Background: an optimization exercise with open tools, aiming at small area. Do not read the settings as production practice. Function was checked by simulation only, so behaviour that the tests miss may differ from the original.

==> inputs of run a <==
## fast_ring_thresholder
module fast_ring_thresholder #(
  parameter int PIXEL_WIDTH = 8,
  parameter int RING_SIZE   = 16,
  parameter int ARC_LEN     = 9,
  parameter int DIFF_WIDTH  = PIXEL_WIDTH + 2
) (
  input  logic                              clk,
  input  logic                              rst,
  input  logic                              ce,
  input  logic                              in_valid,
  input  logic [RING_SIZE*PIXEL_WIDTH-1:0]  ring,
  input  logic [PIXEL_WIDTH-1:0]            center,
  input  logic [PIXEL_WIDTH-1:0]            thresh,
  output logic                              out_valid,
  output logic [RING_SIZE*DIFF_WIDTH-1:0]   bright_score,
  output logic [RING_SIZE*DIFF_WIDTH-1:0]   dark_score,
  output logic [RING_SIZE-1:0]              bright_mask,
  output logic [RING_SIZE-1:0]              dark_mask,
  output logic                              bright_corner,
  output logic                              dark_corner,
  output logic                              is_corner
);
==> module fast_ring_thresholder, before the edit <==
module fast_ring_thresholder #(
  parameter int PIXEL_WIDTH = 8,
  parameter int RING_SIZE   = 16,
  parameter int ARC_LEN     = 9,
  parameter int DIFF_WIDTH  = PIXEL_WIDTH + 2
) (
  input  logic                              clk,
  input  logic                              rst,
  input  logic                              ce,
  input  logic                              in_valid,
  input  logic [RING_SIZE*PIXEL_WIDTH-1:0]  ring,
  input  logic [PIXEL_WIDTH-1:0]            center,
  input  logic [PIXEL_WIDTH-1:0]            thresh,
  output logic                              out_valid,
  output logic [RING_SIZE*DIFF_WIDTH-1:0]   bright_score,
  output logic [RING_SIZE*DIFF_WIDTH-1:0]   dark_score,
  output logic [RING_SIZE-1:0]              bright_mask,
  output logic [RING_SIZE-1:0]              dark_mask,
  output logic                              bright_corner,
  output logic                              dark_corner,
  output logic                              is_corner
);
  localparam int PW = PIXEL_WIDTH;
  localparam int RW = RING_SIZE * PIXEL_WIDTH;
  logic [RW-1:0]        ring_s1, ring_s2, ring_s3;
  logic [PW-1:0]        center_s1, center_s2;
  logic [PW-1:0]        thresh_s1, thresh_s2;
  logic                 valid_s1, valid_s2, valid_s3, valid_s4;
  logic                 live_s1, live_s2, live_s3;
  logic [RING_SIZE-1:0] side_s3;
  logic [PW-1:0]        n_hi_s3, n_lo_s3;
  logic                 hi_big_s3, lo_neg_s3;
  logic [RW-1:0]        sum_s4;
  logic [RING_SIZE-1:0] bge_s4, n_kge_s4;
  logic [PW:0] hi_sum, lo_dif;
  always_comb begin
    hi_sum = {1'b0, center_s2} + {1'b0, thresh_s2};
    lo_dif = {1'b0, center_s2} - {1'b0, thresh_s2};
  end
  function automatic logic below(input logic [PW-1:0] x, input logic [PW-1:0] y);
    logic c;
    c = 1'b1;
    for (int j = 0; j < PW; j++) begin
      c = (x[j] & ~y[j]) | (x[j] & c) | (~y[j] & c);
    end
    below = ~c;
  endfunction
  function automatic logic [PW:0] padd(input logic [PW-1:0] x, input logic [PW-1:0] y,
                                       input logic cin);
    logic [PW:0]   c;
    logic [PW-1:0] s;
    c[0] = cin;
    for (int j = 0; j < PW; j++) begin
      s[j]   = x[j] ^ y[j] ^ c[j];
      c[j+1] = (x[j] & y[j]) | (x[j] & c[j]) | (y[j] & c[j]);
    end
    padd = {c[PW], s};
  endfunction
  logic [RING_SIZE-1:0] side_d;
  always_comb begin
    for (int i = 0; i < RING_SIZE; i++) begin
      side_d[i] = below(ring_s2[i*PW +: PW], center_s2);
    end
  end
  logic [RW-1:0]        sum_d;
  logic [RING_SIZE-1:0] bge_d, n_kge_d;
  always_comb begin
    for (int i = 0; i < RING_SIZE; i++) begin
      logic [PW:0] r;
      r = padd(ring_s3[i*PW +: PW], side_s3[i] ? n_lo_s3 : n_hi_s3, ~side_s3[i]);
      sum_d[i*PW +: PW] = r[PW-1:0];
      bge_d[i] = live_s3 & ~side_s3[i] & r[PW] & ~hi_big_s3;
      n_kge_d[i] = ~(live_s3 & side_s3[i] & ~r[PW] & ~lo_neg_s3);
    end
  end
  always_ff @(posedge clk) begin
    if (ce) begin
      ring_s1   <= ring;
      ring_s2   <= ring_s1;
      ring_s3   <= ring_s2;
      center_s1 <= center;
      center_s2 <= center_s1;
      thresh_s1 <= thresh;
      thresh_s2 <= thresh_s1;
      side_s3   <= side_d;
      n_hi_s3   <= ~hi_sum[PW-1:0];
      hi_big_s3 <= hi_sum[PW];
      n_lo_s3   <= ~lo_dif[PW-1:0];
      lo_neg_s3 <= lo_dif[PW];
      sum_s4    <= sum_d;
    end
  end
  always_ff @(posedge clk or posedge rst) begin
    if (rst) begin
      valid_s1 <= 1'b0;
      valid_s2 <= 1'b0;
      valid_s3 <= 1'b0;
      valid_s4 <= 1'b0;
      live_s1  <= 1'b0;
      live_s2  <= 1'b0;
      live_s3  <= 1'b0;
      bge_s4   <= '0;
      n_kge_s4 <= '1;
    end else if (ce) begin
      valid_s1 <= in_valid;
      valid_s2 <= valid_s1;
      valid_s3 <= valid_s2;
      valid_s4 <= valid_s3;
      live_s1  <= 1'b1;
      live_s2  <= live_s1;
      live_s3  <= live_s2;
      bge_s4   <= bge_d;
      n_kge_s4 <= n_kge_d;
    end
  end
  function automatic logic arc_hit(input logic [RING_SIZE-1:0] m);
    logic [RING_SIZE-1:0] r2, r4, r8;
    logic                 hit;
    for (int s = 0; s < RING_SIZE; s++) r2[s] = m[s] & m[(s + 1) % RING_SIZE];
    for (int s = 0; s < RING_SIZE; s++) r4[s] = r2[s] & r2[(s + 2) % RING_SIZE];
    for (int s = 0; s < RING_SIZE; s++) r8[s] = r4[s] & r4[(s + 4) % RING_SIZE];
    hit = 1'b0;
    for (int s = 0; s < RING_SIZE; s++) begin
      if (r8[s] & m[(s + ARC_LEN - 1) % RING_SIZE]) hit = 1'b1;
    end
    arc_hit = hit;
  endfunction
  always_comb begin
    for (int i = 0; i < RING_SIZE; i++) begin
      logic [PW-1:0] r;
      r = sum_s4[i*PW +: PW];
      bright_mask[i] = bge_s4[i] & (|r);
      dark_mask[i]   = ~(n_kge_s4[i] | (&r));
      bright_score[i*DIFF_WIDTH +: DIFF_WIDTH] = {2'b00, r & {PW{bge_s4[i]}}};
      dark_score[i*DIFF_WIDTH +: DIFF_WIDTH]   = {2'b00, ~(r | {PW{n_kge_s4[i]}})};
    end
    out_valid     = valid_s4;
    bright_corner = arc_hit(bright_mask);
    dark_corner   = arc_hit(dark_mask);
    is_corner     = bright_corner | dark_corner;
  end
endmodule
export LEC_CHECK = 0
export CAP_MARGIN = 20
export CORE_MARGIN = 2
export CORE_UTILIZATION = 70
export SETUP_SLACK_MARGIN = 0.15
export SLEW_MARGIN = 20
create_clock -name core_clock -period 4.0 [get_ports {clk}]
standard.sh (not shown) runs the stock make flow with config.mk's settings and CLKGATE_MAP_FILE= SYNTH_SCRIPT=/design/flow/synth_recipe.tcl, a recipe that flattens the netlist after the stock synthesis.
==> flow/flow/run.sh <==
#!/bin/bash
# The standard layout (standard.sh, unchanged synthesis), with three changes:
#  - the port buffers are made from the smallest buffer cell;
#  - clock tree synthesis clusters more sinks per leaf buffer and inserts no dummy loads;
#  - the constant-0 outputs share one tie cell instead of one tie cell each.
# Each tool's output goes to the ORFS logs under orfs/logs; make's own output to standard.log.
export BUFFER_PORTS_ARGS="-buffer_cell sky130_fd_sc_hd__buf_1"
export CTS_ARGS="-sink_clustering_enable -repair_clock_nets -dont_use_dummy_load -sink_clustering_size 18 -sink_clustering_max_diameter 60 -buf_list {sky130_fd_sc_hd__clkbuf_8} -root_buf sky130_fd_sc_hd__clkbuf_16"
export SKIP_REPAIR_TIE_FANOUT=1
bash standard.sh > standard.log 2>&1
==> run b: changes against run a <==
--- a/flow/design.v
+++ b/flow/design.v
@@ -32,5 +32,5 @@
   logic                 hi_big_s3, lo_neg_s3;
   logic [RW-1:0]        sum_s4;
-  logic [RING_SIZE-1:0] bge_s4, n_kge_s4;
+  logic [RING_SIZE-1:0] bge_s4, kge_s4;
   logic [PW:0] hi_sum, lo_dif;
   always_comb begin
@@ -64,5 +64,5 @@
   end
   logic [RW-1:0]        sum_d;
-  logic [RING_SIZE-1:0] bge_d, n_kge_d;
+  logic [RING_SIZE-1:0] bge_d, kge_d;
   always_comb begin
     for (int i = 0; i < RING_SIZE; i++) begin
@@ -71,5 +71,5 @@
       sum_d[i*PW +: PW] = r[PW-1:0];
       bge_d[i] = live_s3 & ~side_s3[i] & r[PW] & ~hi_big_s3;
-      n_kge_d[i] = ~(live_s3 & side_s3[i] & ~r[PW] & ~lo_neg_s3);
+      kge_d[i] = live_s3 & side_s3[i] & ~r[PW] & ~lo_neg_s3;
     end
   end
@@ -101,5 +101,5 @@
       live_s3  <= 1'b0;
       bge_s4   <= '0;
-      n_kge_s4 <= '1;
+      kge_s4   <= '0;
     end else if (ce) begin
       valid_s1 <= in_valid;
@@ -111,16 +111,14 @@
       live_s3  <= live_s2;
       bge_s4   <= bge_d;
-      n_kge_s4 <= n_kge_d;
+      kge_s4   <= kge_d;
     end
   end
   function automatic logic arc_hit(input logic [RING_SIZE-1:0] m);
-    logic [RING_SIZE-1:0] r2, r4, r8;
-    logic                 hit;
-    for (int s = 0; s < RING_SIZE; s++) r2[s] = m[s] & m[(s + 1) % RING_SIZE];
-    for (int s = 0; s < RING_SIZE; s++) r4[s] = r2[s] & r2[(s + 2) % RING_SIZE];
-    for (int s = 0; s < RING_SIZE; s++) r8[s] = r4[s] & r4[(s + 4) % RING_SIZE];
+    logic [2*RING_SIZE-1:0] dbl;
+    logic                   hit;
+    dbl = {m, m};
     hit = 1'b0;
     for (int s = 0; s < RING_SIZE; s++) begin
-      if (r8[s] & m[(s + ARC_LEN - 1) % RING_SIZE]) hit = 1'b1;
+      if (&dbl[s +: ARC_LEN]) hit = 1'b1;
     end
     arc_hit = hit;
@@ -131,7 +129,7 @@
       r = sum_s4[i*PW +: PW];
       bright_mask[i] = bge_s4[i] & (|r);
-      dark_mask[i]   = ~(n_kge_s4[i] | (&r));
+      dark_mask[i]   = kge_s4[i] & ~(&r);
       bright_score[i*DIFF_WIDTH +: DIFF_WIDTH] = {2'b00, r & {PW{bge_s4[i]}}};
-      dark_score[i*DIFF_WIDTH +: DIFF_WIDTH]   = {2'b00, ~(r | {PW{n_kge_s4[i]}})};
+      dark_score[i*DIFF_WIDTH +: DIFF_WIDTH]   = {2'b00, ~r & {PW{kge_s4[i]}}};
     end
     out_valid     = valid_s4;
==> flow/run.sh (new file) <==
#!/bin/bash
# synth_recipe.tcl (not shown) runs the flow's synth.tcl, then flattens the netlist and writes it again
# the make line also repeats each setting of config.mk as NAME=value (left out here)
make -C /OpenROAD-flow-scripts/flow DESIGN_CONFIG=/design/flow/config.mk WORK_HOME=/design/flow/orfs CLKGATE_MAP_FILE= SYNTH_SCRIPT=/design/flow/synth_recipe.tcl finish
- CORE_UTILIZATION: 70 -> 40
- SETUP_SLACK_MARGIN: 0.15 -> unset
removed: flow/flow/run.sh
removed: flow/standard.sh
==> run c: changes against run a <==
--- a/flow/design.v
+++ b/flow/design.v
@@ -27,8 +27,8 @@
   logic [PW-1:0]        thresh_s1, thresh_s2;
   logic                 valid_s1, valid_s2, valid_s3, valid_s4;
-  logic                 live_s1, live_s2, live_s3;
+  logic                 live_s1, live_s2;
   logic [RING_SIZE-1:0] side_s3;
   logic [PW-1:0]        n_hi_s3, n_lo_s3;
-  logic                 hi_big_s3, lo_neg_s3;
+  logic                 no_hi_s3, no_lo_s3;
   logic [RW-1:0]        sum_s4;
   logic [RING_SIZE-1:0] bge_s4, n_kge_s4;
@@ -70,6 +70,6 @@
       r = padd(ring_s3[i*PW +: PW], side_s3[i] ? n_lo_s3 : n_hi_s3, ~side_s3[i]);
       sum_d[i*PW +: PW] = r[PW-1:0];
-      bge_d[i] = live_s3 & ~side_s3[i] & r[PW] & ~hi_big_s3;
-      n_kge_d[i] = ~(live_s3 & side_s3[i] & ~r[PW] & ~lo_neg_s3);
+      bge_d[i] = ~side_s3[i] & r[PW] & ~no_hi_s3;
+      n_kge_d[i] = ~(side_s3[i] & ~r[PW] & ~no_lo_s3);
     end
   end
@@ -85,7 +85,5 @@
       side_s3   <= side_d;
       n_hi_s3   <= ~hi_sum[PW-1:0];
-      hi_big_s3 <= hi_sum[PW];
       n_lo_s3   <= ~lo_dif[PW-1:0];
-      lo_neg_s3 <= lo_dif[PW];
       sum_s4    <= sum_d;
     end
@@ -99,5 +97,6 @@
       live_s1  <= 1'b0;
       live_s2  <= 1'b0;
-      live_s3  <= 1'b0;
+      no_hi_s3 <= 1'b1;
+      no_lo_s3 <= 1'b1;
       bge_s4   <= '0;
       n_kge_s4 <= '1;
@@ -109,5 +108,6 @@
       live_s1  <= 1'b1;
       live_s2  <= live_s1;
-      live_s3  <= live_s2;
+      no_hi_s3 <= hi_sum[PW] | ~live_s2;
+      no_lo_s3 <= lo_dif[PW] | ~live_s2;
       bge_s4   <= bge_d;
       n_kge_s4 <= n_kge_d;
@@ -115,12 +115,10 @@
   end
   function automatic logic arc_hit(input logic [RING_SIZE-1:0] m);
-    logic [RING_SIZE-1:0] r2, r4, r8;
-    logic                 hit;
-    for (int s = 0; s < RING_SIZE; s++) r2[s] = m[s] & m[(s + 1) % RING_SIZE];
-    for (int s = 0; s < RING_SIZE; s++) r4[s] = r2[s] & r2[(s + 2) % RING_SIZE];
-    for (int s = 0; s < RING_SIZE; s++) r8[s] = r4[s] & r4[(s + 4) % RING_SIZE];
+    logic [2*RING_SIZE-1:0] dbl;
+    logic                   hit;
+    dbl = {m, m};
     hit = 1'b0;
     for (int s = 0; s < RING_SIZE; s++) begin
-      if (r8[s] & m[(s + ARC_LEN - 1) % RING_SIZE]) hit = 1'b1;
+      if (&dbl[s +: ARC_LEN]) hit = 1'b1;
     end
     arc_hit = hit;
--- a/flow/flow/run.sh
+++ b/flow/flow/run.sh
@@ -6,5 +6,5 @@
 # Each tool's output goes to the ORFS logs under orfs/logs; make's own output to standard.log.
 export BUFFER_PORTS_ARGS="-buffer_cell sky130_fd_sc_hd__buf_1"
-export CTS_ARGS="-sink_clustering_enable -repair_clock_nets -dont_use_dummy_load -sink_clustering_size 18 -sink_clustering_max_diameter 60 -buf_list {sky130_fd_sc_hd__clkbuf_8} -root_buf sky130_fd_sc_hd__clkbuf_16"
+export CTS_ARGS="-sink_clustering_enable -repair_clock_nets -dont_use_dummy_load -sink_clustering_size 18 -sink_clustering_max_diameter 60 -buf_list {sky130_fd_sc_hd__clkbuf_8}"
 export SKIP_REPAIR_TIE_FANOUT=1
 bash standard.sh > standard.log 2>&1
==> summary of the runs <==
Via count: run b > run c > run a. In run c the register-to-register slack is higher than in run b, by 0.06 ns. Run a completed with no timing, DRC or antenna violations. Run b passed the timing, DRC and antenna checks. Run c ran to the end with violations: negative setup slack. Against run c, the fmax of run a is larger by about 7%. Against run c, the critical path depth of run a is higher by 3. The highest die area belongs to run b, the lowest to run c.

## re-timing with driven ports
The flow's constraints put no driver on any port. The routed layouts listed below were extracted and timed again, unchanged, in two steps. Step 1 sets driving cells, clkbuf_16 on the clock port and buf_2 on the other inputs (assumed; they add their load-dependent delay and slew). Step 2 moves the port delays by t, midway between the first and last clock arrival at a register: inputs arrive t later, outputs are due t later. That takes back most of the time a late clock gives input paths. a / b / c = ideal ports / drivers / drivers and shift; a / b = the first two.
run	t, ns	setup slack, ns	slew at the worst register clock pin (ns)	cell pins on the clock port's net
run a	0.609	0.199 / 0.188 / 0.199	0.11 / 0.11	1
run b	0.639	0.047 / 0.002 / 0.047	0.06 / 0.06	1
run c	0.694	-0.076 / -0.127 / 0.111	0.11 / 0.11	1
